Context: an optimization exercise on an open-source flow, tuned for small area. The choices shown serve that exercise and are no tape-out recipe.
Where RTL was checked, it was by simulation tests only, not by an equivalence proof against the original.
Function not checked in run 1: the RTL went through the layout flow alone.
Power is estimated from default activity; no workload was simulated.

==> design/flow/flow/a1.abc <==
&get -n
&st
&synch2
&nf -a
&put
==> design/flow/flow/run.sh <==
#!/bin/bash
# Standard synthesis, then the combinational logic re-mapped with ABC area scripts (the
# registers of the standard synthesis are kept, same names and cells; the smallest result
# that keeps them all is used), then the standard layout from floorplan to finish.
set -euo pipefail
HERE=$(pwd)
R=$HERE/orfs/results/$FLOW_PLATFORM/write_guard_top/base
LIB=$FLOW_HOME/platforms/$FLOW_PLATFORM/lib/sky130_fd_sc_hd__tt_025C_1v80.lib

bash standard.sh synth > synth.log 2>&1
cp $R/1_2_yosys.v $HERE/std_netlist.v

regs() { grep -oE "sky130_fd_sc_hd__[a-z0-9]*df[a-z0-9]*_[0-9]+ +[^ ]+" "$1" | sed -E 's/_[0-9]+ +/ /' | sort; }
regs std_netlist.v > regs_std.log

DONTUSE=$(cat flow/dont_use.txt)
for s in a1 a2 a3; do
  sed -e "s#@LIB@#$LIB#g" -e "s#@IN@#$HERE/std_netlist.v#" -e "s#@TOP@#$FLOW_TOP#g" \
      -e "s#@KEEP@#$HERE/flow/keepff.v#" -e "s#@DONTUSE@#$DONTUSE#" \
      -e "s#@SCRIPT@#$HERE/flow/$s.abc#" -e "s#@OUT@#$HERE/remap_$s.v#" \
      flow/remap.ys.in > remap_$s.ys
  (yosys -q -l remap_$s.log remap_$s.ys > /dev/null 2>&1 || rm -f remap_$s.v) &
done
wait

best=""; best_area=""
for s in a1 a2 a3; do
  [[ -f remap_$s.v ]] || continue
  a=$(grep "Chip area" remap_$s.log | tail -1 | awk '{print $NF}')
  [[ -n "$a" ]] || continue
  regs remap_$s.v > regs_$s.log
  cmp -s regs_std.log regs_$s.log || continue
  if [[ -z "$best" ]] || awk -v x="$a" -v y="$best_area" 'BEGIN{exit !(x<y)}'; then
    best=$s; best_area=$a
  fi
done
std_area=$(grep "Chip area" orfs/reports/$FLOW_PLATFORM/write_guard_top/base/synth_stat.txt | awk '{print $NF}')
echo "standard: $std_area remapped: ${best:-none} ${best_area:-}" > remap_choice.log
if [[ -n "$best" ]] && awk -v x="$best_area" -v y="$std_area" 'BEGIN{exit !(x<y)}'; then
  cp remap_$best.v $R/1_2_yosys.v
fi

bash standard.sh finish \
  "CTS_ARGS=-sink_clustering_enable -repair_clock_nets -dont_use_dummy_load -sink_clustering_size 30 -sink_clustering_max_diameter 50 -buf_list {sky130_fd_sc_hd__clkbuf_16}" \
  "BUFFER_PORTS_ARGS=-buffer_cell sky130_fd_sc_hd__buf_1" \
  RECOVER_POWER=100 > finish.log 2>&1
==> design/flow/flow/dont_use.txt <==
-dont_use sky130_fd_sc_hd__lpflow_bleeder_1 -dont_use sky130_fd_sc_hd__lpflow_clkbufkapwr_1 -dont_use sky130_fd_sc_hd__lpflow_clkbufkapwr_16 -dont_use sky130_fd_sc_hd__lpflow_clkbufkapwr_2 -dont_use sky130_fd_sc_hd__lpflow_clkbufkapwr_4 -dont_use sky130_fd_sc_hd__lpflow_clkbufkapwr_8 -dont_use sky130_fd_sc_hd__lpflow_clkinvkapwr_1 -dont_use sky130_fd_sc_hd__lpflow_clkinvkapwr_16 -dont_use sky130_fd_sc_hd__lpflow_clkinvkapwr_2 -dont_use sky130_fd_sc_hd__lpflow_clkinvkapwr_4 -dont_use sky130_fd_sc_hd__lpflow_clkinvkapwr_8 -dont_use sky130_fd_sc_hd__lpflow_decapkapwr_12 -dont_use sky130_fd_sc_hd__lpflow_decapkapwr_3 -dont_use sky130_fd_sc_hd__lpflow_decapkapwr_4 -dont_use sky130_fd_sc_hd__lpflow_decapkapwr_6 -dont_use sky130_fd_sc_hd__lpflow_decapkapwr_8 -dont_use sky130_fd_sc_hd__lpflow_inputiso0n_1 -dont_use sky130_fd_sc_hd__lpflow_inputiso0p_1 -dont_use sky130_fd_sc_hd__lpflow_inputiso1n_1 -dont_use sky130_fd_sc_hd__lpflow_inputiso1p_1 -dont_use sky130_fd_sc_hd__lpflow_inputisolatch_1 -dont_use sky130_fd_sc_hd__lpflow_isobufsrc_1 -dont_use sky130_fd_sc_hd__lpflow_isobufsrc_16 -dont_use sky130_fd_sc_hd__lpflow_isobufsrc_2 -dont_use sky130_fd_sc_hd__lpflow_isobufsrc_4 -dont_use sky130_fd_sc_hd__lpflow_isobufsrc_8 -dont_use sky130_fd_sc_hd__lpflow_isobufsrckapwr_16 -dont_use sky130_fd_sc_hd__lpflow_lsbuf_lh_hl_isowell_tap_1 -dont_use sky130_fd_sc_hd__lpflow_lsbuf_lh_hl_isowell_tap_2 -dont_use sky130_fd_sc_hd__lpflow_lsbuf_lh_hl_isowell_tap_4 -dont_use sky130_fd_sc_hd__lpflow_lsbuf_lh_isowell_4 -dont_use sky130_fd_sc_hd__lpflow_lsbuf_lh_isowell_tap_1 -dont_use sky130_fd_sc_hd__lpflow_lsbuf_lh_isowell_tap_2 -dont_use sky130_fd_sc_hd__lpflow_lsbuf_lh_isowell_tap_4 -dont_use sky130_fd_sc_hd__probe_p_8 -dont_use sky130_fd_sc_hd__probec_p_8 
==> design/flow/flow/keepff.v <==
// Stand-ins for the register cells while the combinational logic is re-mapped
(* blackbox *)
module keep_dfxtp_1 (input CLK, input D, output Q);
endmodule
(* blackbox *)
module keep_edfxtp_1 (input CLK, input D, input DE, output Q);
endmodule
==> design/flow/config.mk <==
export PLATFORM = sky130hd
export DESIGN_NAME = write_guard_top
export DESIGN_NICKNAME = write_guard_top
export VERILOG_FILES = /design/flow/design.v
export SDC_FILE = /design/flow/constraint.sdc
export NUM_CORES = 4
export LEC_CHECK = 0
export ABC_AREA = 1
export CAP_MARGIN = 0
export CORE_MARGIN = 2
export CORE_UTILIZATION = 40
export SLEW_MARGIN = 0
==> design/flow/design.v <==
package wr_guard_pkg;
  typedef enum logic [1:0] {
    PH_FREE = 2'd0,
    PH_AW   = 2'd1,
    PH_W    = 2'd2,
    PH_B    = 2'd3
  } phase_e;
endpackage
`timescale 1ns/1ps
module wr_event_decode (
  input  logic       clk_i,
  input  logic       rst_n_i,
  input  logic       aw_valid_i,
  input  logic       aw_ready_i,
  input  logic [3:0] aw_id_i,
  input  logic [7:0] aw_len_i,
  input  logic       w_valid_i,
  input  logic       w_ready_i,
  input  logic       w_last_i,
  input  logic       b_valid_i,
  input  logic       b_ready_i,
  input  logic [3:0] b_id_i,
  output logic       aw_start_o,
  output logic       aw_done_o,
  output logic       w_last_o,
  output logic       b_done_o,
  output logic [3:0] aw_id_o,
  output logic [7:0] aw_len_o,
  output logic [3:0] b_id_o
);
  logic aw_pending_q;
  always_ff @(posedge clk_i) begin
    if (!rst_n_i) begin
      aw_pending_q <= 1'b0;
      aw_start_o   <= 1'b0;
      aw_done_o    <= 1'b0;
      w_last_o     <= 1'b0;
      b_done_o     <= 1'b0;
    end else begin
      aw_pending_q <= aw_valid_i && !aw_ready_i;
      aw_start_o   <= aw_valid_i && !aw_pending_q;
      aw_done_o    <= aw_valid_i && aw_ready_i;
      w_last_o     <= w_valid_i && w_ready_i && w_last_i;
      b_done_o     <= b_valid_i && b_ready_i;
    end
  end
  always_ff @(posedge clk_i) begin
    aw_id_o  <= aw_id_i;
    aw_len_o <= aw_len_i;
    b_id_o   <= b_id_i;
  end
endmodule
`timescale 1ns/1ps
module wr_txn_tracker (
  input  logic        clk_i,
  input  logic        rst_n_i,
  input  logic        aw_start_i,
  input  logic        aw_done_i,
  input  logic        w_last_i,
  input  logic        b_done_i,
  input  logic [3:0]  aw_id_i,
  input  logic [7:0]  aw_len_i,
  input  logic [3:0]  b_id_i,
  input  logic [11:0] budget_aw_i,
  input  logic [11:0] budget_w_unit_i,
  input  logic [11:0] budget_b_i,
  input  logic        flush_i,
  output logic        to_valid_o,
  output logic [3:0]  to_id_o,
  output logic [1:0]  to_phase_o,
  output logic [4:0]  outstanding_o,
  output logic        overflow_o
);
  localparam int NE = 16;
  localparam logic [1:0] PH_FREE = 2'd0;
  localparam logic [1:0] PH_AW   = 2'd1;
  localparam logic [1:0] PH_W    = 2'd2;
  localparam logic [1:0] PH_B    = 2'd3;
  localparam logic [11:0] LfsrLast = 12'h800;
  logic [NE-1:0][1:0]  phase_q;
  logic [NE-1:0][3:0]  id_q;
  logic [NE-1:0][7:0]  len_q;
  logic [NE-1:0][11:0] cnt_q;
  logic [NE-1:0][7:0]  sub_q;
  logic [NE-1:0][11:0] lfsr_q;
  logic [NE-1:0]       sat_q;
  logic [NE-1:0][3:0]  ticket_q;
  logic [3:0]         tail_q, aw_head_q, w_head_q;
  logic [4:0]         outstanding_q;
  logic               overflow_q;
  logic [NE-1:0] is_free, is_aw, is_w, b_match;
  logic [NE-1:0] take, b_free, aw_pop, w_pop;
  logic         any_free, any_aw, any_w, b_found;
  logic [3:0]   free_idx;
  logic [NE-1:0] aw_old, w_old;
  logic         do_take, do_aw_pop, do_w_pop, do_b_free;
  always_comb begin
    for (int i = 0; i < NE; i++) begin
      is_free[i] = (phase_q[i] == PH_FREE);
      is_aw[i]   = (phase_q[i] == PH_AW);
      is_w[i]    = (phase_q[i] == PH_W);
      b_match[i] = (phase_q[i] == PH_B) && (id_q[i] == b_id_i);
    end
  end
  assign any_free = |is_free;
  assign any_aw   = |is_aw;
  assign any_w    = |is_w;
  always_comb begin
    free_idx = '0;
    for (int i = NE - 1; i >= 0; i--) begin
      if (is_free[i]) free_idx = 4'(i);
    end
  end
  always_comb begin
    b_free = '0;
    for (int i = NE - 1; i >= 0; i--) begin
      if (b_match[i]) b_free = NE'(1) << i;
    end
    b_free = b_free & {NE{do_b_free}};
  end
  assign b_found   = |b_match;
  assign do_b_free = !flush_i && b_done_i && b_found;
  assign do_take   = !flush_i && aw_start_i && any_free;
  assign do_aw_pop = !flush_i && aw_done_i && (any_aw || do_take);
  assign do_w_pop  = !flush_i && w_last_i && (any_w || do_aw_pop);
  always_comb begin
    for (int i = 0; i < NE; i++) begin
      take[i]   = do_take && (free_idx == 4'(i));
      aw_old[i] = any_aw ? (is_aw[i] && ticket_q[i] == aw_head_q) : take[i];
      w_old[i]  = any_w  ? (is_w[i]  && ticket_q[i] == w_head_q)  : aw_old[i];
      aw_pop[i] = do_aw_pop && aw_old[i];
      w_pop[i]  = do_w_pop  && w_old[i];
    end
  end
  logic [NE-1:0] over;
  logic [3:0]   to_id_d;
  logic [1:0]   to_phase_d;
  always_comb begin
    for (int i = 0; i < NE; i++) begin
      logic [11:0] nb;
      logic        c;
      nb = ~(({12{is_aw[i]}} & budget_aw_i) | ({12{is_w[i]}} & budget_w_unit_i) |
             ({12{phase_q[i] == PH_B}} & budget_b_i));
      c = 1'b0;
      for (int k = 0; k < 12; k++) begin
        c = (cnt_q[i][k] & nb[k]) | (cnt_q[i][k] & c) | (nb[k] & c);
      end
      over[i] = c && !is_free[i];
    end
    to_id_d    = '0;
    to_phase_d = '0;
    for (int i = NE - 1; i >= 0; i--) begin
      if (over[i]) begin
        to_id_d    = id_q[i];
        to_phase_d = phase_q[i];
      end
    end
  end
  for (genvar g = 0; g < NE; g++) begin : g_entry
    logic [11:0] lfsr;
    logic        restart;
    assign lfsr    = lfsr_q[g];
    assign restart = take[g] || aw_pop[g] || w_pop[g];
    always_ff @(posedge clk_i) begin
      if (!rst_n_i || flush_i) begin
        phase_q[g] <= PH_FREE;
      end else if (w_pop[g]) begin
        phase_q[g] <= PH_B;
      end else if (aw_pop[g]) begin
        phase_q[g] <= PH_W;
      end else if (take[g]) begin
        phase_q[g] <= PH_AW;
      end else if (b_free[g]) begin
        phase_q[g] <= PH_FREE;
      end
    end
    always_ff @(posedge clk_i) begin
      if (take[g]) begin
        id_q[g]     <= aw_id_i;
        len_q[g]    <= aw_len_i;
        ticket_q[g] <= tail_q;
      end
    end
    always_ff @(posedge clk_i) begin
      if (restart) begin
        cnt_q[g]  <= '0;
        sub_q[g]  <= '0;
        lfsr_q[g] <= '0;
        sat_q[g]  <= 1'b0;
      end else begin
        if (!sat_q[g] && (!is_w[g] || sub_q[g] == 8'd0)) begin
          cnt_q[g] <= cnt_q[g] + 12'd1;
        end
        sub_q[g]  <= (sub_q[g] == 8'd0) ? len_q[g] : sub_q[g] - 8'd1;
        lfsr_q[g] <= {lfsr[10:0], ~(lfsr[11] ^ lfsr[5] ^ lfsr[3] ^ lfsr[0])};
        sat_q[g]  <= sat_q[g] || (lfsr == LfsrLast);
      end
    end
  end
  always_ff @(posedge clk_i) begin
    if (!rst_n_i || flush_i) begin
      tail_q        <= '0;
      aw_head_q     <= '0;
      w_head_q      <= '0;
      outstanding_q <= '0;
      overflow_q    <= 1'b0;
      to_valid_o    <= 1'b0;
    end else begin
      tail_q        <= tail_q + 4'(do_take);
      aw_head_q     <= aw_head_q + 4'(do_aw_pop);
      w_head_q      <= w_head_q + 4'(do_w_pop);
      outstanding_q <= outstanding_q + 5'(do_take) - 5'(do_b_free);
      overflow_q    <= overflow_q || (aw_start_i && !any_free);
      to_valid_o    <= |over;
    end
  end
  always_ff @(posedge clk_i) begin
    to_id_o    <= to_id_d;
    to_phase_o <= to_phase_d;
  end
  assign outstanding_o = outstanding_q;
  assign overflow_o    = overflow_q;
endmodule
`timescale 1ns/1ps
module wr_timeout_handler (
  input  logic       clk_i,
  input  logic       rst_n_i,
  input  logic       to_valid_i,
  input  logic [3:0] to_id_i,
  input  logic [1:0] to_phase_i,
  input  logic       reset_clear_i,
  output logic       flush_o,
  output logic [3:0] last_id_o,
  output logic [1:0] last_phase_o,
  output logic [7:0] timeout_cnt_o
);
  logic state_q;
  logic capture;
  assign capture = !state_q && to_valid_i;
  always_ff @(posedge clk_i) begin
    if (!rst_n_i) begin
      state_q       <= 1'b0;
      last_id_o     <= '0;
      last_phase_o  <= '0;
      timeout_cnt_o <= '0;
    end else begin
      state_q <= state_q ? !reset_clear_i : to_valid_i;
      if (capture) begin
        last_id_o    <= to_id_i;
        last_phase_o <= to_phase_i;
        if (timeout_cnt_o != 8'hff) begin
          timeout_cnt_o <= timeout_cnt_o + 8'd1;
        end
      end
    end
  end
  assign flush_o = state_q;
endmodule
`timescale 1ns/1ps
module write_guard (
  input  logic        clk_i,
  input  logic        rst_n_i,
  input  logic        aw_valid_i,
  input  logic [3:0]  aw_id_i,
  input  logic [7:0]  aw_len_i,
  input  logic        w_valid_i,
  input  logic        w_last_i,
  input  logic        b_ready_i,
  input  logic        aw_ready_i,
  input  logic        w_ready_i,
  input  logic        b_valid_i,
  input  logic [3:0]  b_id_i,
  input  logic [11:0] budget_aw_i,
  input  logic [11:0] budget_w_unit_i,
  input  logic [11:0] budget_b_i,
  input  logic        reset_clear_i,
  output logic        reset_req_o,
  output logic        irq_o,
  output logic [4:0]  outstanding_o,
  output logic        overflow_o,
  output logic [3:0]  last_id_o,
  output logic [1:0]  last_phase_o,
  output logic [7:0]  timeout_cnt_o
);
  logic       aw_start, aw_done, w_last, b_done;
  logic [3:0] aw_id, b_id;
  logic [7:0] aw_len;
  logic       to_valid;
  logic [3:0] to_id;
  logic [1:0] to_phase;
  logic       flush;
  wr_event_decode u_decode (
    .clk_i      (clk_i),
    .rst_n_i    (rst_n_i),
    .aw_valid_i (aw_valid_i),
    .aw_ready_i (aw_ready_i),
    .aw_id_i    (aw_id_i),
    .aw_len_i   (aw_len_i),
    .w_valid_i  (w_valid_i),
    .w_ready_i  (w_ready_i),
    .w_last_i   (w_last_i),
    .b_valid_i  (b_valid_i),
    .b_ready_i  (b_ready_i),
    .b_id_i     (b_id_i),
    .aw_start_o (aw_start),
    .aw_done_o  (aw_done),
    .w_last_o   (w_last),
    .b_done_o   (b_done),
    .aw_id_o    (aw_id),
    .aw_len_o   (aw_len),
    .b_id_o     (b_id)
  );
  wr_txn_tracker u_tracker (
    .clk_i           (clk_i),
    .rst_n_i         (rst_n_i),
    .aw_start_i      (aw_start),
    .aw_done_i       (aw_done),
    .w_last_i        (w_last),
    .b_done_i        (b_done),
    .aw_id_i         (aw_id),
    .aw_len_i        (aw_len),
    .b_id_i          (b_id),
    .budget_aw_i     (budget_aw_i),
    .budget_w_unit_i (budget_w_unit_i),
    .budget_b_i      (budget_b_i),
    .flush_i         (flush),
    .to_valid_o      (to_valid),
    .to_id_o         (to_id),
    .to_phase_o      (to_phase),
    .outstanding_o   (outstanding_o),
    .overflow_o      (overflow_o)
  );
  wr_timeout_handler u_handler (
    .clk_i         (clk_i),
    .rst_n_i       (rst_n_i),
    .to_valid_i    (to_valid),
    .to_id_i       (to_id),
    .to_phase_i    (to_phase),
    .reset_clear_i (reset_clear_i),
    .flush_o       (flush),
    .last_id_o     (last_id_o),
    .last_phase_o  (last_phase_o),
    .timeout_cnt_o (timeout_cnt_o)
  );
  assign reset_req_o = flush;
  assign irq_o       = flush;
endmodule
`timescale 1ns/1ps
module write_guard_top (
  input  logic        clk_i,
  input  logic        rst_n_i,
  input  logic        aw_valid_i,
  input  logic [3:0]  aw_id_i,
  input  logic [7:0]  aw_len_i,
  input  logic        w_valid_i,
  input  logic        w_last_i,
  input  logic        b_ready_i,
  input  logic        aw_ready_i,
  input  logic        w_ready_i,
  input  logic        b_valid_i,
  input  logic [3:0]  b_id_i,
  input  logic [11:0] budget_aw_i,
  input  logic [11:0] budget_w_unit_i,
  input  logic [11:0] budget_b_i,
  input  logic        reset_clear_i,
  output logic        reset_req_o,
  output logic        irq_o,
  output logic [4:0]  outstanding_o,
  output logic        overflow_o,
  output logic [3:0]  last_id_o,
  output logic [1:0]  last_phase_o,
  output logic [7:0]  timeout_cnt_o
);
  write_guard u_guard (
    .clk_i           (clk_i),
    .rst_n_i         (rst_n_i),
    .aw_valid_i      (aw_valid_i),
    .aw_id_i         (aw_id_i),
    .aw_len_i        (aw_len_i),
    .w_valid_i       (w_valid_i),
    .w_last_i        (w_last_i),
    .b_ready_i       (b_ready_i),
    .aw_ready_i      (aw_ready_i),
    .w_ready_i       (w_ready_i),
    .b_valid_i       (b_valid_i),
    .b_id_i          (b_id_i),
    .budget_aw_i     (budget_aw_i),
    .budget_w_unit_i (budget_w_unit_i),
    .budget_b_i      (budget_b_i),
    .reset_clear_i   (reset_clear_i),
    .reset_req_o     (reset_req_o),
    .irq_o           (irq_o),
    .outstanding_o   (outstanding_o),
    .overflow_o      (overflow_o),
    .last_id_o       (last_id_o),
    .last_phase_o    (last_phase_o),
    .timeout_cnt_o   (timeout_cnt_o)
  );
endmodule
==> design/flow/constraint.sdc <==
create_clock -name core_clock -period 13.0 [get_ports {clk_i}]
set_input_delay 2.6000 -clock core_clock [delete_from_list [all_inputs] [get_ports {clk_i}]]
set_output_delay 2.6000 -clock core_clock [all_outputs]
set_load 0.01 [all_outputs]
==> design/flow/flow/remap.ys.in <==
# Re-map the combinational logic of the standard synthesis with an area script. Every
# register instance of the standard synthesis keeps its name and cell: while ABC runs, the
# register cells are swapped for black-box stand-ins, and swapped back afterwards.
read_liberty -ignore_miss_func @LIB@
read_verilog @IN@
read_verilog @KEEP@
hierarchy -top @TOP@
chtype -map sky130_fd_sc_hd__dfxtp_1 keep_dfxtp_1 -map sky130_fd_sc_hd__edfxtp_1 keep_edfxtp_1
flatten
opt_clean -purge
delete sky130_fd_sc_hd__*
read_liberty -lib @LIB@
abc -liberty @LIB@ @DONTUSE@ -script @SCRIPT@
opt_clean -purge
chtype -map keep_dfxtp_1 sky130_fd_sc_hd__dfxtp_1 -map keep_edfxtp_1 sky130_fd_sc_hd__edfxtp_1
delete keep_dfxtp_1 keep_edfxtp_1
hierarchy -top @TOP@
setundef -zero
splitnets
opt_clean -purge
hilomap -singleton -hicell sky130_fd_sc_hd__conb_1 HI -locell sky130_fd_sc_hd__conb_1 LO
insbuf -buf sky130_fd_sc_hd__buf_4 A X
opt_clean -purge
check -assert
stat -liberty @LIB@
write_verilog -noattr -noexpr -nohex -nodec @OUT@
==> design/flow/flow/a3.abc <==
strash
dc2
dch -f
map -a
strash
dch -f
map -a
==> design/flow/standard.sh <==
#!/bin/bash
# synth_recipe.tcl (not shown) runs the flow's synth.tcl, then flattens the netlist and writes it again
# the make line also repeats each setting of config.mk as NAME=value (left out here)
make -C /OpenROAD-flow-scripts/flow DESIGN_CONFIG=/design/flow/config.mk WORK_HOME=/design/flow/orfs CLKGATE_MAP_FILE= SYNTH_SCRIPT=/design/flow/synth_recipe.tcl "${@:-finish}"
==> design/flow/flow/a2.abc <==
&get -n
&st
&dc2
&synch2
&nf -a -R 1000
&put
==> reports/results.ini, run 1 <==
[run_status]
status = complete, but fails checks
so.violations = max-capacitance violations, max-slew violations

[route]
via_per_inst = 5.65
first_iter_violations = 3114
route.top_layer_used = met4
ant_nets = 0
drc = 0
vias = 30500
drt-wirelength-per-cell_um = 21.6
dr_wl_met2_um = 52100
dr.pass1.iters = 7
wirelength_met1_um = 50700
wl_um = 117000
wl_met3_um = 8920

[global_routing]
grt_pass1_wl_um = 176000
antenna_found_initial = 0
overflow = 0
grtUsageTotal = 0.235
grt_pass1_vias = 29000
grt_max_degree = 43

[yosys]
synth_area_sq_mm = 0.0379
syn_nets = 3928
synth_cells = 3866
ys_warn_count = 3
synth_area_per_cell_sq_um = 9.80

[sta]
tightest_slew_ns = 4.93
fin_tns_setup_ns = 0
fmax_mhz = 119
finalCritPeriodShare = 0.646
slew_viol_final = 466
relSlewSlack = -2.32
rsz0062_at_grt = no
layout_min_cycle_time_ns = 8.40
hold_viol_final = 0
setup_viol = 0
hold_slack_ns = 0.379
skew_ns = 0.104

[setup_path]
critPathArrivalTime_ns = 8.94
required_ns = 13.54
crit_type = in2reg
critPathLaunchType = input port
cp_max_fo = 16
end_kind = flop

[run]
cap_violations = 16

[clock_tree]
cts_root_buf = clkbuf_16
numCtsBuffers = 97
cts_resized = 0
htreeDepth = 3
post-cts-setup-buffer-count = 0
clk_latency_ns = 0.70
cts.sinks = 877
clk_transition_reported_paths_ns = 0.06
clockBufferDepth = 3
cts_hold_buffers = 0
cts_tree = yes

[floorplan]
die_w_um = 312
start_util = 0.405
io_pins = 84
die_area_sq_mm = 0.0972
die_y_um = 312
rows = 112
core_sq_mm = 0.0936

[place]
io_buffers = 83
globalplace.congestion = 0.952
dp.final_hpwl_um = 80100
placed_cells = 5309

[pwr]
power.share.sequential = 0.525
p_leak_nw = 15.0
intPower_mw = 5.35
power_frac_comb = 0.164
max-vdd-ir-drop_uv = 134
power.net_switching_mw = 1.99
netSwitchingFraction = 0.271
power.density_mw_per_mm2 = 171
pwr-share-clk = 0.311

[cells_and_area]
antenna-diode-count = 0
drive_gt1_frac = 0.0460
fin_cells = 5406
n_fill_cell = 9052
final_core_util = 0.458
syn2layout_area_growth_pct = 13.1
multi_input_area_sq_mm = 0.0171
final_nets = 4216
seq_area_sq_mm = 0.0201

[min_path]
worstHoldPathType = reg2reg

-- placed cells by master (no fill, tap or decap), drive strengths merged, types with 38 or more instances in the layout --
| master | count |
|---|---|
| a211oi | 40 |
| a21oi | 384 |
| a22o | 154 |
| a22oi | 46 |
| a31oi | 48 |
| and2 | 132 |
| and3 | 73 |
| buf | 162 |
| clkbuf | 144 |
| clkinv | 150 |
| dfxtp | 621 |
| edfxtp | 256 |
| maj3 | 88 |
| nand2 | 199 |
| nand3 | 38 |
| nor2 | 528 |
| nor2b | 48 |
| nor3 | 143 |
| nor4 | 47 |
| o21ai | 160 |
| o22ai | 61 |
| or3 | 44 |
| xnor2 | 187 |
| xor2 | 131 |
-- power groups by stage --
stage | Clock, mW | Sequential (mW) | Combinational, mW
6_report | 2.29 | 3.85 | 1.20
5_1_grt | 2.45 | 3.94 | 1.37
4_1_cts | 2.34 | 3.85 | 1.21
3_5_place_dp | 0 | 3.89 | 1.21
3_3_place_gp | 0 | 3.89 | 1.17
2_1_floorplan | 0 | 3.79 | 0.968
-- layout make-up --
class                      count  share of cell area
multi-input combinational   2819               0.398
inverter                     150              0.0131
timing repair buffer         209              0.0257
sequential                   877               0.469
clock buffer                  97              0.0566
tap                         1254              0.0366
-- per-stage QoR --
| stage | worst slack (ns) | area (sq um) | power, mW |
|---|---|---|---|
| floorplan | 5.41 | 37900 | 4.75 |
| global placement | 4.37 | 40700 | 5.06 |
| detailed placement | 4.43 | 40700 | 5.10 |
| CTS | 5.11 | 43100 | 7.40 |
| global route | 4.30 | 42900 | 7.76 |
| finish | 4.60 | 42900 | 7.34 |
-- sequential cells by signal, summed over array words and instances, names as in the netlist, 4 cells and up --
name,cells
u_guard.u_decode.aw_id_o,4
u_guard.u_decode.aw_len_o,8
u_guard.u_decode.b_id_o,4
u_guard.u_handler.last_id_o,4
u_guard.u_handler.timeout_cnt_o,8
u_guard.u_tracker.aw_head_q,4
u_guard.u_tracker.cnt_q,192
u_guard.u_tracker.id_q,64
u_guard.u_tracker.len_q,128
u_guard.u_tracker.lfsr_q,192
u_guard.u_tracker.outstanding_q,5
u_guard.u_tracker.phase_q,32
u_guard.u_tracker.sat_q,16
u_guard.u_tracker.sub_q,128
u_guard.u_tracker.tail_q,4
u_guard.u_tracker.ticket_q,64
u_guard.u_tracker.to_id_o,4
u_guard.u_tracker.w_head_q,4
-- worst paths after layout --
kind	slack (ns)	to	start	cells past startpoint
setup / recovery	4.60	u_guard.u_tracker.to_id_o[2]$_DFF_P_	budget_b_i[1]	25
setup reg to reg	5.72	u_guard.u_tracker.phase_q[16]$_SDFFE_PP0P_	u_guard.u_tracker.phase_q[17]$_SDFFE_PP0P_	14
hold reg to reg	0.38	u_guard.u_tracker.lfsr_q[184]$_SDFF_PP0_	u_guard.u_tracker.lfsr_q[183]$_SDFF_PP0_	2
hold / removal	0.38	u_guard.u_tracker.lfsr_q[184]$_SDFF_PP0_	u_guard.u_tracker.lfsr_q[183]$_SDFF_PP0_	2
-- critical path, cell delays in order --
cell,delay (ns)
buf_1,0.06
clkbuf_1,0.72
a222oi_1,0.23
maj3_1,0.40
maj3_1,0.37
maj3_1,0.36
maj3_1,0.36
maj3_1,0.36
maj3_1,0.34
maj3_1,0.36
o21ai_0,0.08
nand2_1,0.07
o221ai_1,0.08
a21oi_1,0.28
or2_0,0.34
or3_1,0.37
a31oi_1,0.21
a21oi_1,0.09
a2111oi_0,0.47
a211oi_1,0.08
nor3_1,0.23
a21oi_1,0.08
nor2_1,0.09
a211oi_1,0.05
o31ai_1,0.23
-- routing by layer --
metal  global-route usage  up-vias
li1                     -    14600
met4               0.0923        0
met2                0.378     1171
met5                    0        -
met3               0.0405      308
met1                0.315    14400
==> inputs of run 2 (changes only) <==
--- a/design/flow/design.v
+++ b/design/flow/design.v
@@ -14,4 +14,2 @@
   input  logic       aw_ready_i,
-  input  logic [3:0] aw_id_i,
-  input  logic [7:0] aw_len_i,
   input  logic       w_valid_i,
@@ -26,4 +24,2 @@
   output logic       b_done_o,
-  output logic [3:0] aw_id_o,
-  output logic [7:0] aw_len_o,
   output logic [3:0] b_id_o
@@ -47,4 +43,2 @@
   always_ff @(posedge clk_i) begin
-    aw_id_o  <= aw_id_i;
-    aw_len_o <= aw_len_i;
     b_id_o   <= b_id_i;
@@ -91,3 +85,3 @@
   logic [NE-1:0] is_free, is_aw, is_w, b_match;
-  logic [NE-1:0] take, b_free, aw_pop, w_pop;
+  logic [NE-1:0] take, b_free, aw_pop, w_pop, free_next, load;
   logic         any_free, any_aw, any_w, b_found;
@@ -134,2 +128,11 @@
   end
+  always_comb begin
+    for (int i = 0; i < NE; i++) begin
+      free_next[i] = !rst_n_i || flush_i || (is_free[i] && !take[i]) || b_free[i];
+    end
+    load = '0;
+    for (int i = NE - 1; i >= 0; i--) begin
+      if (free_next[i]) load = NE'(1) << i;
+    end
+  end
   logic [NE-1:0] over;
@@ -177,5 +180,7 @@
     always_ff @(posedge clk_i) begin
+      if (load[g]) begin
+        id_q[g]  <= aw_id_i;
+        len_q[g] <= aw_len_i;
+      end
       if (take[g]) begin
-        id_q[g]     <= aw_id_i;
-        len_q[g]    <= aw_len_i;
         ticket_q[g] <= tail_q;
@@ -285,4 +290,3 @@
   logic       aw_start, aw_done, w_last, b_done;
-  logic [3:0] aw_id, b_id;
-  logic [7:0] aw_len;
+  logic [3:0] b_id;
   logic       to_valid;
@@ -296,4 +300,2 @@
     .aw_ready_i (aw_ready_i),
-    .aw_id_i    (aw_id_i),
-    .aw_len_i   (aw_len_i),
     .w_valid_i  (w_valid_i),
@@ -308,4 +310,2 @@
     .b_done_o   (b_done),
-    .aw_id_o    (aw_id),
-    .aw_len_o   (aw_len),
     .b_id_o     (b_id)
@@ -319,4 +319,4 @@
     .b_done_i        (b_done),
-    .aw_id_i         (aw_id),
-    .aw_len_i        (aw_len),
+    .aw_id_i         (aw_id_i),
+    .aw_len_i        (aw_len_i),
     .b_id_i          (b_id),
--- a/design/flow/flow/run.sh
+++ b/design/flow/flow/run.sh
@@ -43,4 +43,3 @@
 bash standard.sh finish \
-  "CTS_ARGS=-sink_clustering_enable -repair_clock_nets -dont_use_dummy_load -sink_clustering_size 30 -sink_clustering_max_diameter 50 -buf_list {sky130_fd_sc_hd__clkbuf_16}" \
-  "BUFFER_PORTS_ARGS=-buffer_cell sky130_fd_sc_hd__buf_1" \
-  RECOVER_POWER=100 > finish.log 2>&1
+  "CTS_ARGS=-sink_clustering_enable -repair_clock_nets -dont_use_dummy_load -sink_clustering_size 20 -sink_clustering_max_diameter 100 -buf_list {sky130_fd_sc_hd__clkbuf_16}" \
+  "BUFFER_PORTS_ARGS=-buffer_cell sky130_fd_sc_hd__buf_2" > finish.log 2>&1
--- a/design/flow/config.mk
+++ b/design/flow/config.mk
@@ -8,5 +8,5 @@
 export ABC_AREA = 1
-export CAP_MARGIN = 0
+export CAP_MARGIN = 20
 export CORE_MARGIN = 2
 export CORE_UTILIZATION = 40
-export SLEW_MARGIN = 0
+export SLEW_MARGIN = 20
==> reports/results.ini, run 2 <==
[setup_path]
cp_max_fo = 16  ; unchanged
worstRegToRegCells = 15  ; was 14
end_kind = flop  ; unchanged
worst_path_largest_cell_delay_ns = 0.44  ; was 0.72 ns
crit_type = in2reg  ; unchanged
cp_slowest_cell = maj3_1  ; was clkbuf_1
path_cells = buf_2 -> a22oi_1 -> and3_1 -> maj3_1 -> maj3_1 -> maj3_1 -> maj3_1 -> o21ai_0 -> a21oi_1 -> a221oi_1 -> o21ai_0 -> maj3_1 -> a31oi_1 -> nor3_1 -> buf_4 -> nand2_1 -> o311ai_0 -> a221oi_1 -> a21oi_1 -> mux2_1 -> nand2_1 -> a31oi_1
required_ns = 13.46  ; was 13.54 ns
critPathArrivalTime_ns = 7.46  ; was 8.94 ns
critPathLaunchType = input port  ; unchanged
crit_top_cell = maj3_1  ; unchanged

[sta]
fin_tns_setup_ns = 0  ; unchanged
fmax_mhz = 143  ; was 119 MHz
rsz0062_at_grt = no  ; unchanged
setup_viol = 0  ; unchanged
hold_viol_final = 0  ; unchanged
finalCritPeriodShare = 0.538  ; was 0.646
relSlewSlack = 0.260  ; was -2.32
skew_ns = 0.0333  ; was 0.104 ns
slew_viol_final = 0  ; was 466
tightest_slew_ns = 1.11  ; was 4.93 ns
layout_min_cycle_time_ns = 7.00  ; was 8.40 ns

[pwr]
power.density_mw_per_mm2 = 163  ; was 171 mW/mm^2
max-vdd-ir-drop_uv = 126  ; was 134 uV
p_leak_nw = 14.9  ; was 15.0 nW
finalPower_mw = 6.80  ; was 7.34 mW

[clock_tree]
clk_latency_ns = 0.62  ; was 0.70 ns
cts_tree = yes  ; unchanged
htreeDepth = 2  ; was 3
numCtsBuffers = 50  ; was 97
clockBufferDepth = 3  ; unchanged
cts.sinks = 865  ; was 877
cts_root_buf = clkbuf_16  ; unchanged
cts_hold_buffers = 0  ; unchanged
clk_transition_reported_paths_ns = 0.08  ; was 0.06 ns
post-cts-setup-buffer-count = 0  ; unchanged
cts_resized = 0  ; unchanged

[route]
via_per_inst = 5.83  ; was 5.65
drc = 0  ; unchanged
first_iter_violations = 3699  ; was 3114
wl_um = 121000  ; was 117000 um
ant_nets = 0  ; unchanged
vias = 31200  ; was 30500
drt-wirelength-per-cell_um = 22.6  ; was 21.6 um
dr.pass1.iters = 10  ; was 7

[yosys]
syn_nets = 3964  ; was 3928
synth_cells = 3902  ; was 3866
ys_warn_count = 3  ; unchanged
synth_area_per_cell_sq_um = 9.69  ; was 9.80 sq um
synth_area_sq_mm = 0.0378  ; was 0.0379 sq mm

[cells_and_area]
final_cell_mix = 609 x dfxtp_1, 522 x nor2_1, 389 x a21oi_1  ; was 621 x dfxtp_1, 525 x nor2_1, 384 x a21oi_1
n_fill_cell = 9113  ; was 9052
syn2layout_area_growth_pct = 10.2  ; was 13.1%
reg_top3 = u_guard.u_tracker.cnt_q x192, u_guard.u_tracker.lfsr_q x192  ; unchanged
final_nets = 4170  ; was 4216
final_core_util = 0.446  ; was 0.458
design_area_sq_mm = 0.0417  ; was 0.0429 sq mm
final_common_cell = dfxtp_1  ; unchanged
drive_gt1_frac = 0.0597  ; was 0.0460

[floorplan]
die_area_sq_mm = 0.0970  ; was 0.0972 sq mm
rows = 112  ; unchanged
die_y_um = 311  ; was 312 um
io_pins = 84  ; unchanged
start_util = 0.405  ; about the same
die_w_um = 311  ; was 312 um
core_sq_mm = 0.0935  ; was 0.0936 sq mm

[run_status]
status = timing/DRC/antenna clean  ; was complete, but fails checks

[global_routing]
overflow = 0  ; unchanged
grtUsageTotal = 0.242  ; was 0.235
grt_pass1_wl_um = 180000  ; was 176000 um
grt_max_degree = 53  ; was 43
grt_pass1_vias = 28600  ; was 29000
antenna_found_initial = 5  ; was 0

[min_path]
worstHoldPathType = reg2reg  ; unchanged
holdPathStages = 1  ; was 2

[place]
dp.final_hpwl_um = 85800  ; was 80100 um
placed_area_sq_mm = 0.0404  ; was 0.0407 sq mm
globalplace.congestion = 0.987  ; was 0.952
io_buffers = 83  ; unchanged

[run]
cap_violations = 0  ; was 16

run 2: power by group:
| part | total (mW) | internal (mW) | leakage (nW) | switching, mW |
|---|---|---|---|---|
| Sequential | 3.85 | 3.40 | 7.37 | 0.449 |
| Combinational | 1.40 | 0.710 | 6.89 | 0.688 |
| Clock | 1.55 | 0.683 | 0.616 | 0.863 |
| Total | 6.80 | 4.80 | 14.9 | 2.00 |
run 2: path summary, 6_finish.rpt:
path                                             endpoint  slack, ns                                     start
setup / recovery  u_guard.u_tracker.to_phase_o[1]$_DFF_P_       6.00                            budget_aw_i[0]
setup reg to reg     u_guard.u_tracker.id_q[53]$_DFFE_PP_       6.86        u_guard.u_decode.b_id_o[3]$_DFF_P_
hold reg to reg    u_guard.u_decode.aw_start_o$_SDFF_PN0_       0.40  u_guard.u_decode.aw_pending_q$_SDFF_PN0_
hold / removal     u_guard.u_decode.aw_start_o$_SDFF_PN0_       0.40  u_guard.u_decode.aw_pending_q$_SDFF_PN0_
run 2: critical path: cells and delay by family:
family	cells	cell delay (ns)
AND/OR/NAND/NOR	4	0.43
multiplexers	1	0.32
buffers and inverters	2	0.51
AO/OA/AOI/OAI	10	1.70
adder cells (fa/ha/maj)	5	1.86
run 2: cell type report:
type                            count  area (sq um)  area share
Inverter                          138           518      0.0124
Timing Repair Buffer              174          1100      0.0264
Tap cell                         1254          1570      0.0376
Sequential cell                   865         19900       0.477
Multi-Input combinational cell   2879         17400       0.416
Clock buffer                       50          1250      0.0300
Antenna cell                        2          5.00    0.000120
run 2: per-layer routing:
metal / global-route usage / part of all wire / wire (um) / vias to the layer above
li1: - / - / - / 14800
met1: 0.331 / 0.44 / 52900 / 14900
met2: 0.376 / 0.44 / 52900 / 1290
met3: 0.0471 / 0.084 / 10200 / 286
met4: 0.0957 / 0.044 / 5340 / 8
met5: 0 / 0.00045 / 55 / -
run 2: stage by stage:
step                std cells  hold WS [ns]  setup slack, ns
floorplan                3902         0.368             6.28
global placement         5310         0.378             5.43
detailed placement       5310         0.384             5.47
CTS                      5360         0.398             6.13
global route             5360         0.431             5.64
finish                   5362         0.400             6.00
==> inputs of run 3 (changes only) <==
--- a/design/flow/flow/run.sh
+++ b/design/flow/flow/run.sh
@@ -43,3 +43,3 @@
 bash standard.sh finish \
-  "CTS_ARGS=-sink_clustering_enable -repair_clock_nets -dont_use_dummy_load -sink_clustering_size 20 -sink_clustering_max_diameter 100 -buf_list {sky130_fd_sc_hd__clkbuf_16}" \
+  "CTS_ARGS=-sink_clustering_enable -repair_clock_nets -dont_use_dummy_load -sink_clustering_size 16 -sink_clustering_max_diameter 100 -buf_list {sky130_fd_sc_hd__clkbuf_8}" \
   "BUFFER_PORTS_ARGS=-buffer_cell sky130_fd_sc_hd__buf_2" > finish.log 2>&1
--- a/design/flow/config.mk
+++ b/design/flow/config.mk
@@ -11,2 +11,3 @@
 export CORE_UTILIZATION = 40
+export GPL_TIMING_DRIVEN = 0
 export SLEW_MARGIN = 20
==> reports/results.ini, run 3 <==
[route]
ant_nets = 0  ; unchanged
dr.pass1.iters = 6  ; was 10
via_per_inst = 5.77  ; was 5.83
wl_um = 113000  ; was 121000 um
first_iter_violations = 3290  ; was 3699
drc = 0  ; unchanged
drt-wirelength-per-cell_um = 21.3  ; was 22.6 um
vias = 30700  ; was 31200

[place]
io_buffers = 83  ; unchanged
dp.final_hpwl_um = 79200  ; was 85800 um
globalplace.congestion = 0.983  ; was 0.987
placed_cells = 5264  ; was 5310

[setup_path]
path_buf_inv = 1  ; was 2
worst_path_largest_cell_delay_ns = 0.54  ; was 0.44 ns
critPathLaunchType = input port  ; unchanged
end_kind = flop  ; unchanged
crit_type = in2reg  ; unchanged
crit_top_cell = o21ai_0  ; was maj3_1
path_cells = buf_2 -> a22oi_1 -> and3_1 -> maj3_1 -> maj3_1 -> o21ai_0 -> a21oi_1 -> a221oi_1 -> o21ai_0 -> a222oi_1 -> o21ai_1 -> nor2b_1 -> a221oi_1 -> a211oi_1 -> o311a_1 -> o311ai_0 -> o21ai_0 -> o21ai_0 -> mux2i_1 -> nand2_1 -> o211ai_1 -> a31oi_1  ; was buf_2 -> a22oi_1 -> and3_1 -> maj3_1 -> maj3_1 -> maj3_1 -> maj3_1 -> o21ai_0 -> a21oi_1 -> a221oi_1 -> o21ai_0 -> maj3_1 -> a31oi_1 -> nor3_1 -> buf_4 -> nand2_1 -> o311ai_0 -> a221oi_1 -> a21oi_1 -> mux2_1 -> nand2_1 -> a31oi_1
critical-path-top-delay-family = compound AO/OA/AOI/OAI gates  ; was adder cells
cp_slowest_cell = buf_2  ; was maj3_1
cp_max_fo = 16  ; unchanged
critPathArrivalTime_ns = 8.03  ; was 7.46 ns
required_ns = 13.60  ; was 13.46 ns

[yosys]
synth_area_sq_mm = 0.0378  ; unchanged
ys_warn_count = 3  ; unchanged
synth_area_per_cell_sq_um = 9.69  ; unchanged
syn_nets = 3964  ; unchanged
synth_cells = 3902  ; unchanged

[clock_tree]
htreeDepth = 2  ; unchanged
numCtsBuffers = 60  ; was 50
post-cts-setup-buffer-count = 0  ; unchanged
clockBufferDepth = 3  ; unchanged
clk_transition_reported_paths_ns = 0.10  ; was 0.08 ns
cts_root_buf = clkbuf_8  ; was clkbuf_16
cts_hold_buffers = 0  ; unchanged
cts_tree = yes  ; unchanged
cts.sinks = 865  ; unchanged
clk_latency_ns = 0.75  ; was 0.62 ns
cts_resized = 0  ; unchanged

[cells_and_area]
final_cell_mix = 606 x dfxtp_1, 515 x nor2_1, 389 x a21oi_1  ; was 609 x dfxtp_1, 522 x nor2_1, 389 x a21oi_1
syn2layout_area_growth_pct = 9.10  ; was 10.2%
drive_gt1_frac = 0.0617  ; was 0.0597
final_common_cell = dfxtp_1  ; unchanged
reg_top3 = u_guard.u_tracker.cnt_q x192, u_guard.u_tracker.lfsr_q x192  ; unchanged
fin_cells = 5326  ; was 5362
final_nets = 4134  ; was 4170

[sta]
fin_tns_setup_ns = 0  ; unchanged
rsz0062_at_grt = no  ; unchanged
fmax_mhz = 135  ; was 143 MHz
setup_viol = 0  ; unchanged
finalCritPeriodShare = 0.572  ; was 0.538
hold_viol_final = 0  ; unchanged
layout_min_cycle_time_ns = 7.43  ; was 7.00 ns
relSlewSlack = 0.177  ; was 0.260
slew_viol_final = 0  ; unchanged
tightest_slew_ns = 1.23  ; was 1.11 ns
skew_ns = 0.0648  ; was 0.0333 ns

[pwr]
p_leak_nw = 14.5  ; was 14.9 nW
max-vdd-ir-drop_uv = 98.6  ; was 126 uV
power.density_mw_per_mm2 = 157  ; was 163 mW/mm^2

[floorplan]
start_util = 0.405  ; unchanged
die_w_um = 311  ; unchanged
io_pins = 84  ; unchanged
core_sq_mm = 0.0935  ; unchanged
rows = 112  ; unchanged
die_y_um = 311  ; unchanged
die_area_sq_mm = 0.0970  ; unchanged

[global_routing]
grt_max_degree = 53  ; unchanged
grt_pass1_wl_um = 171000  ; was 180000 um
antenna_found_initial = 7  ; was 5
grt_pass1_vias = 28800  ; was 28600
grtUsageTotal = 0.226  ; was 0.242
overflow = 0  ; unchanged

[min_path]
worstHoldPathType = reg2reg  ; unchanged

[run]
cap_violations = 0  ; unchanged

[run_status]
status = timing/DRC/antenna clean  ; unchanged

run 3: final cells by class:
class / instances / area, sq um
inverters: 138 / 518
diodes: 2 / 5.00
clock buffers: 60 / 826
well taps: 1254 / 1570
plain buffers: 20 / 150
fillers: 9125 / 52200
multi-input cells: 2879 / 17500
repair buffers: 108 / 798
flip-flops and latches: 865 / 19900
run 3: path summary, 6_finish.rpt:
path,startpoint,depth (start not counted),end,slack (ns)
max,budget_w_unit_i[0],22,u_guard.u_tracker.to_phase_o[0]$_DFF_P_,5.57
min reg2reg,u_guard.u_decode.aw_pending_q$_SDFF_PN0_,1,u_guard.u_decode.aw_start_o$_SDFF_PN0_,0.39
min,u_guard.u_decode.aw_pending_q$_SDFF_PN0_,1,u_guard.u_decode.aw_start_o$_SDFF_PN0_,0.39
max reg2reg,u_guard.u_tracker.phase_q[24]$_SDFFE_PP0P_,22,u_guard.u_tracker.to_phase_o[0]$_DFF_P_,6.57
run 3: through the flow:
| step | power (mW) | hold WS [ns] | area (sq um) | setup WS (ns) | util |
|---|---|---|---|---|---|
| 5_1_grt | 6.90 | 0.409 | 41300 | 5.42 | 0.441 |
| 3_5_place_dp | 5.28 | 0.379 | 40400 | 4.81 | 0.432 |
| 4_1_cts | 6.53 | 0.393 | 41200 | 5.59 | 0.441 |
| 2_1_floorplan | 4.90 | 0.368 | 37800 | 6.28 | - |
| 3_3_place_gp | 5.23 | 0.374 | 39800 | 3.26 | 0.426 |
| 6_report | 6.47 | 0.390 | 41300 | 5.57 | 0.441 |
run 3: power by group:
group	internal, mW	leakage [nW]	switching [mW]	total, mW
sequential	3.40	7.37	0.433	3.84
combinational	0.712	6.72	0.679	1.39
clock	0.412	0.431	0.834	1.25
total	4.53	14.5	1.95	6.47
run 3: layer usage:
metal / vias to the layer above / GRT usage / wire (um)
met3: 250 / 0.0455 / 10200
met5: - / 0 / 33
met4: 4 / 0.0913 / 4610
met1: 14700 / 0.317 / 50800
li1: 14600 / - / -
met2: 1196 / 0.340 / 47700
==> inputs of run 4 (changes only) <==
--- a/design/flow/flow/run.sh
+++ b/design/flow/flow/run.sh
@@ -16,3 +16,3 @@
 DONTUSE=$(cat flow/dont_use.txt)
-for s in a1 a2 a3; do
+for s in a1 a2 a3 a4; do
   sed -e "s#@LIB@#$LIB#g" -e "s#@IN@#$HERE/std_netlist.v#" -e "s#@TOP@#$FLOW_TOP#g" \
@@ -26,3 +26,3 @@
 best=""; best_area=""
-for s in a1 a2 a3; do
+for s in a1 a2 a3 a4; do
   [[ -f remap_$s.v ]] || continue
@@ -44,2 +44,2 @@
   "CTS_ARGS=-sink_clustering_enable -repair_clock_nets -dont_use_dummy_load -sink_clustering_size 16 -sink_clustering_max_diameter 100 -buf_list {sky130_fd_sc_hd__clkbuf_8}" \
-  "BUFFER_PORTS_ARGS=-buffer_cell sky130_fd_sc_hd__buf_2" > finish.log 2>&1
+  "BUFFER_PORTS_ARGS=-buffer_cell sky130_fd_sc_hd__buf_1" > finish.log 2>&1
==> design/flow/flow/a4.abc (new file) <==
&get -n
&st
&deepsyn -T 90
&dc2
&synch2
&nf -a -R 1000
&put
==> reports/results.ini, run 4 <==
[clock_tree]
cts_root_buf = clkbuf_8  ; unchanged
clk_transition_reported_paths_ns = 0.10  ; about the same
clk_latency_ns = 0.79  ; was 0.75 ns
numCtsBuffers = 60  ; unchanged
cts_tree = yes  ; unchanged
cts_resized = 0  ; unchanged
htreeDepth = 2  ; unchanged
clockBufferDepth = 3  ; unchanged
cts_hold_buffers = 0  ; unchanged
post-cts-setup-buffer-count = 0  ; unchanged
cts.sinks = 865  ; unchanged

[sta]
hold_slack_ns = 0.400  ; was 0.390 ns
slew_viol_final = 0  ; unchanged
layout_min_cycle_time_ns = 8.26  ; was 7.43 ns
fmax_mhz = 121  ; was 135 MHz
skew_ns = 0.119  ; was 0.0648 ns
fin_tns_setup_ns = 0  ; unchanged
hold_viol_final = 0  ; unchanged
setup_ws_ns = 4.74  ; was 5.57 ns
rsz0062_at_grt = no  ; unchanged
tightest_slew_ns = 1.27  ; was 1.23 ns
finalCritPeriodShare = 0.636  ; was 0.572
setup_viol = 0  ; unchanged
relSlewSlack = 0.156  ; was 0.177

[setup_path]
critPathArrivalTime_ns = 8.87  ; was 8.03 ns
critPathLaunchType = input port  ; unchanged
r2r_start = u_guard.u_tracker.phase_q[2]$_SDFFE_PP0P_  ; was u_guard.u_tracker.phase_q[24]$_SDFFE_PP0P_
end_kind = flop  ; unchanged
cp_max_fo = 16  ; unchanged
crit_type = in2reg  ; unchanged
worstRegToRegCells = 18  ; was 22
required_ns = 13.61  ; was 13.60 ns
r2r_slack_ns = 5.83  ; was 6.57 ns
rr_endpoint = u_guard.u_tracker.to_id_o[3]$_DFF_P_  ; was u_guard.u_tracker.to_phase_o[0]$_DFF_P_

[floorplan]
die_w_um = 310  ; was 311 um
die_area_sq_mm = 0.0963  ; was 0.0970 sq mm
rows = 112  ; unchanged
start_util = 0.403  ; was 0.405
core_sq_mm = 0.0932  ; was 0.0935 sq mm
io_pins = 84  ; unchanged
die_y_um = 310  ; was 311 um

[pwr]
max-vdd-ir-drop_uv = 115  ; was 98.6 uV
p_leak_nw = 14.1  ; was 14.5 nW
finalPower_mw = 6.15  ; was 6.47 mW
power.density_mw_per_mm2 = 151  ; was 157 mW/mm^2

[run_status]
status = timing/DRC/antenna clean  ; unchanged

[yosys]
syn_nets = 3862  ; was 3964
synth_cells = 3800  ; was 3902
ys_warn_count = 3  ; unchanged
synth_area_sq_mm = 0.0375  ; was 0.0378 sq mm
synth_area_per_cell_sq_um = 9.88  ; was 9.69 sq um

[route]
first_iter_violations = 3227  ; was 3290
drc = 0  ; unchanged
vias = 30600  ; was 30700
ant_nets = 0  ; unchanged
dr.pass1.iters = 6  ; unchanged
via_per_inst = 5.86  ; was 5.77
drt-wirelength-per-cell_um = 22.7  ; was 21.3 um
wl_um = 118000  ; was 113000 um

[global_routing]
top_usage_layer = met2  ; unchanged
gr-usage-met1 = 0.311  ; was 0.317
grt_pass1_vias = 27900  ; was 28800
use_met3 = 0.0480  ; was 0.0455
grtUsageTotal = 0.240  ; was 0.226
antenna_found_initial = 11  ; was 7
overflow = 0  ; unchanged
grt_pass1_wl_um = 174000  ; was 171000 um
grt_max_degree = 50  ; was 53
grt_use_met2 = 0.381  ; was 0.340

[cells_and_area]
syn2layout_area_growth_pct = 8.18  ; was 9.10%
final_cell_mix = 608 x dfxtp_1, 437 x nor2_1, 293 x a21oi_1  ; was 606 x dfxtp_1, 515 x nor2_1, 389 x a21oi_1
final_nets = 4020  ; was 4134
drive_gt1_frac = 0.0450  ; was 0.0617
reg_top3 = u_guard.u_tracker.cnt_q x192, u_guard.u_tracker.lfsr_q x192  ; unchanged
final_common_cell = dfxtp_1  ; unchanged
fin_cells = 5215  ; was 5326

[min_path]
holdPathStages = 1  ; unchanged
worstHoldPathType = reg2reg  ; unchanged
hp-start = u_guard.u_decode.aw_pending_q$_SDFF_PN0_  ; unchanged
hold_end = u_guard.u_decode.aw_start_o$_SDFF_PN0_  ; unchanged

[place]
globalplace.congestion = 0.968  ; was 0.983
place_worst_setup_slack_ns = 4.12  ; was 4.81 ns
placed_cells = 5150  ; was 5264
io_buffers = 83  ; unchanged
dp.final_hpwl_um = 79400  ; was 79200 um

[run]
cap_violations = 0  ; unchanged

[run 4: stage by stage]
step	util	cell area (sq um)
2_1_floorplan	-	37500
3_3_place_gp	0.423	39400
3_5_place_dp	0.426	39700
4_1_cts	0.435	40600
5_1_grt	0.436	40600
6_report	0.436	40600
[run 4: worst max-delay path, stage by stage]
cell and delay [ns]:
buf_2 0.58, a22oi_1 0.15, and3_1 0.23, maj3_1 0.35, maj3_1 0.37, maj3_1 0.36, maj3_1 0.37, maj3_1 0.38
maj3_1 0.37, maj3_1 0.37, maj3_1 0.37, maj3_1 0.37, maj3_1 0.38, o21ai_0 0.20, a21oi_1 0.18, nor2_1 0.64
o221ai_1 0.27, o21ai_0 0.33
[run 4: how the worst max path moves through the flow]
stage | from | endpoint | slack, ns | cells after the start
finish | budget_w_unit_i[0] | u_guard.u_tracker.to_id_o[3]$_DFF_P_ | 4.74 | 18
global route | budget_aw_i[1] | u_guard.u_tracker.to_id_o[1]$_DFF_P_ | 4.44 | 21
global placement | rst_n_i | u_guard.u_tracker.len_q[121]$_DFFE_PP_ | 2.65 | 15
detailed placement | budget_w_unit_i[0] | u_guard.u_tracker.to_id_o[2]$_DFF_P_ | 4.12 | 18
floorplan | budget_aw_i[0] | u_guard.u_tracker.to_id_o[0]$_DFF_P_ | 5.72 | 17
CTS | budget_aw_i[0] | u_guard.u_tracker.to_id_o[2]$_DFF_P_ | 4.85 | 18
[run 4: layer usage]
metal / vias up / part of all wire
met5: - / 0.00068
li1: 14300 / -
met4: 12 / 0.059
met2: 1270 / 0.44
met1: 14600 / 0.41
met3: 360 / 0.085
[run 4: area by class of cell]
| cell class | count | area [sq um] |
|---|---|---|
| antenna | 5 | 12.5 |
| buffer | 20 | 150 |
| clock buffer | 60 | 826 |
| fill | 9051 | 52600 |
| inverter | 99 | 372 |
| multi-input combinational | 2816 | 17300 |
| sequential | 865 | 19900 |
| tap | 1254 | 1570 |
| timing repair buffer | 96 | 509 |
[run 4: power by group]
part           switching [mW]  internal [mW]  leakage, nW
sequential              0.378           3.35         7.36
clock                   0.850          0.412        0.431
combinational           0.545          0.612         6.29
total                    1.77           4.38         14.1
==> inputs of run 5 (changes only) <==
--- a/design/flow/flow/run.sh
+++ b/design/flow/flow/run.sh
@@ -43,3 +43,3 @@
 bash standard.sh finish \
-  "CTS_ARGS=-sink_clustering_enable -repair_clock_nets -dont_use_dummy_load -sink_clustering_size 16 -sink_clustering_max_diameter 100 -buf_list {sky130_fd_sc_hd__clkbuf_8}" \
+  "CTS_ARGS=-sink_clustering_enable -repair_clock_nets -dont_use_dummy_load -sink_clustering_size 12 -sink_clustering_max_diameter 100 -buf_list {sky130_fd_sc_hd__clkbuf_4 sky130_fd_sc_hd__clkbuf_8}" \
   "BUFFER_PORTS_ARGS=-buffer_cell sky130_fd_sc_hd__buf_1" > finish.log 2>&1
==> reports/results.ini, run 5 <==
[run_status]
status = timing/DRC/antenna clean  ; unchanged

[sta]
rsz0062_at_grt = no  ; unchanged
tightest_slew_ns = 1.26  ; was 1.27 ns
fin_tns_setup_ns = 0  ; unchanged
setup_viol = 0  ; unchanged
relSlewSlack = 0.159  ; was 0.156
layout_min_cycle_time_ns = 8.34  ; was 8.26 ns
skew_ns = 0.0607  ; was 0.119 ns
finalCritPeriodShare = 0.641  ; was 0.636
fmax_mhz = 120  ; was 121 MHz
slew_viol_final = 0  ; unchanged
hold_viol_final = 0  ; unchanged

[floorplan]
core_sq_mm = 0.0932  ; unchanged
die_area_sq_mm = 0.0963  ; unchanged
die_w_um = 310  ; unchanged
die_y_um = 310  ; unchanged
rows = 112  ; unchanged
io_pins = 84  ; unchanged
start_util = 0.403  ; unchanged

[clock_tree]
clk_transition_reported_paths_ns = 0.09  ; was 0.10 ns
post-cts-setup-buffer-count = 0  ; unchanged
clockBufferDepth = 3  ; unchanged
htreeDepth = 3  ; was 2
cts_resized = 0  ; unchanged
numCtsBuffers = 82  ; was 60
cts.sinks = 865  ; unchanged
cts_tree = yes  ; unchanged
cts_hold_buffers = 0  ; unchanged
clk_latency_ns = 0.73  ; was 0.79 ns
cts_root_buf = clkbuf_8  ; unchanged

[cells_and_area]
final_common_cell = dfxtp_1  ; unchanged
final_nets = 4042  ; was 4020
syn2layout_area_growth_pct = 8.99  ; was 8.18%
design_area_sq_mm = 0.0409  ; was 0.0406 sq mm
drive_gt1_frac = 0.0500  ; was 0.0450
fin_cells = 5238  ; was 5215
reg_top3 = u_guard.u_tracker.cnt_q x192, u_guard.u_tracker.lfsr_q x192  ; unchanged
final_core_util = 0.439  ; was 0.436
final_cell_mix = 608 x dfxtp_1, 437 x nor2_1, 293 x a21oi_1  ; unchanged

[pwr]
intPower_mw = 4.53  ; was 4.38 mW
power.share.sequential = 0.589  ; was 0.607
power.density_mw_per_mm2 = 155  ; was 151 mW/mm^2
power.net_switching_mw = 1.81  ; was 1.77 mW
max-vdd-ir-drop_uv = 107  ; was 115 uV
netSwitchingFraction = 0.285  ; was 0.288
p_leak_nw = 14.2  ; was 14.1 nW
pwr-share-clk = 0.229  ; was 0.205
power_frac_comb = 0.182  ; was 0.188

[route]
dr.pass1.iters = 6  ; unchanged
via_per_inst = 5.85  ; was 5.86
drc = 0  ; unchanged
vias = 30600  ; about the same
drt-wirelength-per-cell_um = 22.6  ; was 22.7 um
wirelength_met1_um = 48900  ; was 49000 um
ant_nets = 0  ; unchanged
first_iter_violations = 3021  ; was 3227
wl_um = 118000  ; about the same
wl_met3_um = 10300  ; was 10100 um
route.top_layer_used = met5  ; unchanged
dr_wl_met2_um = 52600  ; was 52300 um

[global_routing]
grt_pass1_wl_um = 175000  ; was 174000 um
overflow = 0  ; unchanged
antenna_found_initial = 11  ; unchanged
grtUsageTotal = 0.241  ; was 0.240
grt_pass1_vias = 28000  ; was 27900
grt_max_degree = 50  ; unchanged

[yosys]
synth_area_per_cell_sq_um = 9.88  ; unchanged
synth_area_sq_mm = 0.0375  ; unchanged
syn_nets = 3862  ; unchanged
synth_cells = 3800  ; unchanged
ys_warn_count = 3  ; unchanged

[place]
placed_cells = 5150  ; unchanged
placed_area_sq_mm = 0.0397  ; unchanged
io_buffers = 83  ; unchanged
dp.final_hpwl_um = 79400  ; unchanged
globalplace.congestion = 0.968  ; unchanged

[setup_path]
cp_max_fo = 16  ; unchanged
end_kind = flop  ; unchanged
critPathLaunchType = input port  ; unchanged
critPathArrivalTime_ns = 8.92  ; was 8.87 ns
required_ns = 13.58  ; was 13.61 ns
r2r_slack_ns = 5.77  ; was 5.83 ns
crit_type = in2reg  ; unchanged

[run]
cap_violations = 0  ; unchanged

[min_path]
worstHoldPathType = reg2reg  ; unchanged

run 5: through the flow:
stage / setup slack, ns / hold WS (ns) / power (mW)
4_1_cts: 4.83 / 0.407 / 6.38
3_5_place_dp: 4.12 / 0.388 / 4.94
6_report: 4.66 / 0.404 / 6.34
5_1_grt: 4.45 / 0.424 / 6.72
2_1_floorplan: 5.72 / 0.368 / 4.62
3_3_place_gp: 2.65 / 0.372 / 4.89
run 5: worst paths after layout:
check,startpoint,endpoint,cells after the start
setup / recovery,budget_w_unit_i[0],u_guard.u_tracker.to_id_o[2]$_DFF_P_,18
hold / removal,u_guard.u_decode.aw_pending_q$_SDFF_PN0_,u_guard.u_decode.aw_start_o$_SDFF_PN0_,1
setup reg to reg,u_guard.u_tracker.phase_q[2]$_SDFFE_PP0P_,u_guard.u_tracker.to_id_o[2]$_DFF_P_,18
hold reg to reg,u_guard.u_decode.aw_pending_q$_SDFF_PN0_,u_guard.u_decode.aw_start_o$_SDFF_PN0_,1
run 5: final cells by class:
type	instances	area, sq um
antenna	6	15.0
buffer	20	150
clock buffer	82	1130
fill	9009	52300
inverter	99	372
multi-input combinational	2816	17300
sequential	865	19900
tap	1254	1570
timing repair buffer	96	508
run 5: per-layer routing:
metal,up-vias,GRT usage
li1,14400,-
met1,14600,0.309
met5,-,0
met3,351,0.0531
met4,10,0.122
met2,1300,0.384
run 5: power groups by stage:
stage / clock, mW / sequential [mW] / combinational (mW)
floorplan: 0 / 3.69 / 0.929
global placement: 0 / 3.78 / 1.10
detailed placement: 0 / 3.78 / 1.15
CTS: 1.49 / 3.73 / 1.16
global route: 1.59 / 3.82 / 1.31
finish: 1.45 / 3.73 / 1.15
run 5: critical path: stages:
cell	delay (ns)
buf_2	0.57
a22oi_1	0.15
and3_1	0.23
maj3_1	0.35
maj3_1	0.36
maj3_1	0.36
maj3_1	0.36
maj3_1	0.38
maj3_1	0.37
maj3_1	0.36
maj3_1	0.36
maj3_1	0.37
maj3_1	0.38
o21ai_0	0.19
a21oi_1	0.19
nor2_1	0.65
o221ai_1	0.28
o21ai_0	0.37
==> inputs of run 6 (changes only) <==
--- a/design/flow/flow/run.sh
+++ b/design/flow/flow/run.sh
@@ -43,3 +43,3 @@
 bash standard.sh finish \
-  "CTS_ARGS=-sink_clustering_enable -repair_clock_nets -dont_use_dummy_load -sink_clustering_size 12 -sink_clustering_max_diameter 100 -buf_list {sky130_fd_sc_hd__clkbuf_4 sky130_fd_sc_hd__clkbuf_8}" \
+  "CTS_ARGS=-sink_clustering_enable -repair_clock_nets -dont_use_dummy_load -sink_clustering_size 14 -sink_clustering_max_diameter 90 -buf_list {sky130_fd_sc_hd__clkbuf_8}" \
   "BUFFER_PORTS_ARGS=-buffer_cell sky130_fd_sc_hd__buf_1" > finish.log 2>&1
==> reports/results.ini, run 6 <==
[run]
cap_violations = 0  ; unchanged

[sta]
relSlewSlack = 0.184  ; was 0.159
setup_viol = 0  ; unchanged
fin_tns_setup_ns = 0  ; unchanged
layout_min_cycle_time_ns = 8.35  ; was 8.34 ns
hold_viol_final = 0  ; unchanged
slew_viol_final = 0  ; unchanged
tightest_slew_ns = 1.22  ; was 1.26 ns

[setup_path]
crit_type = in2reg  ; unchanged
end_kind = flop  ; unchanged
critPathArrivalTime_ns = 8.91  ; was 8.92 ns
worst_path_largest_cell_delay_ns = 0.63  ; was 0.65 ns
critPathLaunchType = input port  ; unchanged
worstRegToRegCells = 18  ; unchanged
rr_endpoint = u_guard.u_tracker.to_id_o[2]$_DFF_P_  ; unchanged
cp_max_fo = 16  ; unchanged
r2r_slack_ns = 5.77  ; about the same
crit_top_cell = maj3_1  ; unchanged
endpoint = u_guard.u_tracker.to_id_o[2]$_DFF_P_  ; unchanged
path_cells = buf_2 -> a22oi_1 -> and3_1 -> maj3_1 -> maj3_1 -> maj3_1 -> maj3_1 -> maj3_1 -> maj3_1 -> maj3_1 -> maj3_1 -> maj3_1 -> maj3_1 -> o21ai_0 -> a21oi_1 -> nor2_1 -> o221ai_1 -> o21ai_0  ; unchanged

[clock_tree]
htreeDepth = 3  ; unchanged
clockBufferDepth = 3  ; unchanged
clk_latency_ns = 0.73  ; about the same
clk_transition_reported_paths_ns = 0.09  ; about the same
numCtsBuffers = 73  ; was 82

[cells_and_area]
final_common_cell = dfxtp_1  ; unchanged
drive_gt1_frac = 0.0481  ; was 0.0500
n_fill_cell = 9029  ; was 9009
syn2layout_area_growth_pct = 8.68  ; was 8.99%
final_nets = 4034  ; was 4042

[floorplan]
start_util = 0.403  ; unchanged
io_pins = 84  ; unchanged
die_w_um = 310  ; unchanged
rows = 112  ; unchanged
die_area_sq_mm = 0.0963  ; unchanged
die_y_um = 310  ; unchanged

[route]
ant_nets = 0  ; unchanged
drt-wirelength-per-cell_um = 22.7  ; was 22.6 um
first_iter_violations = 2947  ; was 3021
vias = 30600  ; about the same
drc = 0  ; unchanged
dr.pass1.iters = 6  ; unchanged

[run_status]
status = timing/DRC/antenna clean  ; unchanged

[yosys]
synth_area_per_cell_sq_um = 9.88  ; unchanged
synth_cells = 3800  ; unchanged

[global_routing]
grt_pass1_vias = 28100  ; was 28000
grtUsageTotal = 0.241  ; about the same
grt_max_degree = 50  ; unchanged

[pwr]
max-vdd-ir-drop_uv = 141  ; was 107 uV

[run 6: where the power goes]
group	switching, mW	internal [mW]
Combinational	0.543	0.612
Clock	0.869	0.504
Sequential	0.378	3.35
[run 6: per-layer routing]
metal	up-vias	global-route usage	wire length (um)
li1	14400	-	-
met1	14600	0.310	49000
met2	1251	0.385	53100
met3	352	0.0522	10000
met4	10	0.119	6460
met5	-	0	66
[run 6: layout make-up]
type                            count  area (sq um)  area share
Antenna cell                        5          12.5    0.000307
Sequential cell                   865         19900       0.487
Timing Repair Buffer               97           519      0.0127
Multi-Input combinational cell   2816         17300       0.424
Buffer                             20           150     0.00368
Inverter                           99           372     0.00911
Clock buffer                       73          1000      0.0246
Tap cell                         1254          1570      0.0385
[run 6: worst min path at each step]
stage	slack, ns	depth (start not counted)	endpoint	from
2_1_floorplan	0.37	1	u_guard.u_decode.aw_start_o$_SDFF_PN0_	u_guard.u_decode.aw_pending_q$_SDFF_PN0_
3_3_place_gp	0.37	1	u_guard.u_decode.aw_start_o$_SDFF_PN0_	u_guard.u_decode.aw_pending_q$_SDFF_PN0_
3_5_place_dp	0.39	1	u_guard.u_decode.aw_start_o$_SDFF_PN0_	u_guard.u_decode.aw_pending_q$_SDFF_PN0_
4_1_cts	0.40	1	u_guard.u_decode.aw_start_o$_SDFF_PN0_	u_guard.u_decode.aw_pending_q$_SDFF_PN0_
5_1_grt	0.42	1	u_guard.u_decode.aw_start_o$_SDFF_PN0_	u_guard.u_decode.aw_pending_q$_SDFF_PN0_
6_report	0.40	1	u_guard.u_decode.aw_start_o$_SDFF_PN0_	u_guard.u_decode.aw_pending_q$_SDFF_PN0_
[run 6: per-stage QoR]
stage | total power [mW] | instance area (sq um) | std cells | setup slack (ns) | hold WS [ns]
6_report | 6.26 | 40800 | 5229 | 4.65 | 0.397
5_1_grt | 6.64 | 40800 | 5228 | 4.39 | 0.425
4_1_cts | 6.31 | 40700 | 5223 | 4.79 | 0.401
3_5_place_dp | 4.94 | 39700 | 5150 | 4.12 | 0.388
3_3_place_gp | 4.89 | 39400 | 5137 | 2.65 | 0.372
2_1_floorplan | 4.62 | 37500 | 3800 | 5.72 | 0.368
[run 6: worst max-delay path: cells and delay by family]
| kind | cells | cell delay [ns] |
|---|---|---|
| fa+ha+maj | 10 | 3.69 |
| compound gates | 5 | 1.13 |
| simple gates | 2 | 0.86 |
| buf+inv | 1 | 0.60 |

re-timing with driven ports:
No port has a modelled driver above. Below, the same layouts with a new extraction and two added sets of constraints.
Step 1: set_driving_cell puts a clkbuf_16 on clk_i and a buf_2 on each other input, an assumption about the parent block.
Step 2 also shifts input and output timing later by t, the mid clock arrival at the registers, as if the neighbouring blocks saw the same clock.
Three values: ideal ports, drivers, drivers and shift; two values: the first two.
run	t, ns	setup slack, ns
run 1	0.710	4.603 / 4.643 / 3.934
run 2	0.678	6.001 / 6.039 / 5.361
run 3	0.791	5.569 / 5.611 / 4.820
run 4	0.792	4.736 / 4.746 / 3.954
run 5	0.771	4.664 / 4.676 / 3.905
run 6	0.754	4.646 / 4.655 / 3.901
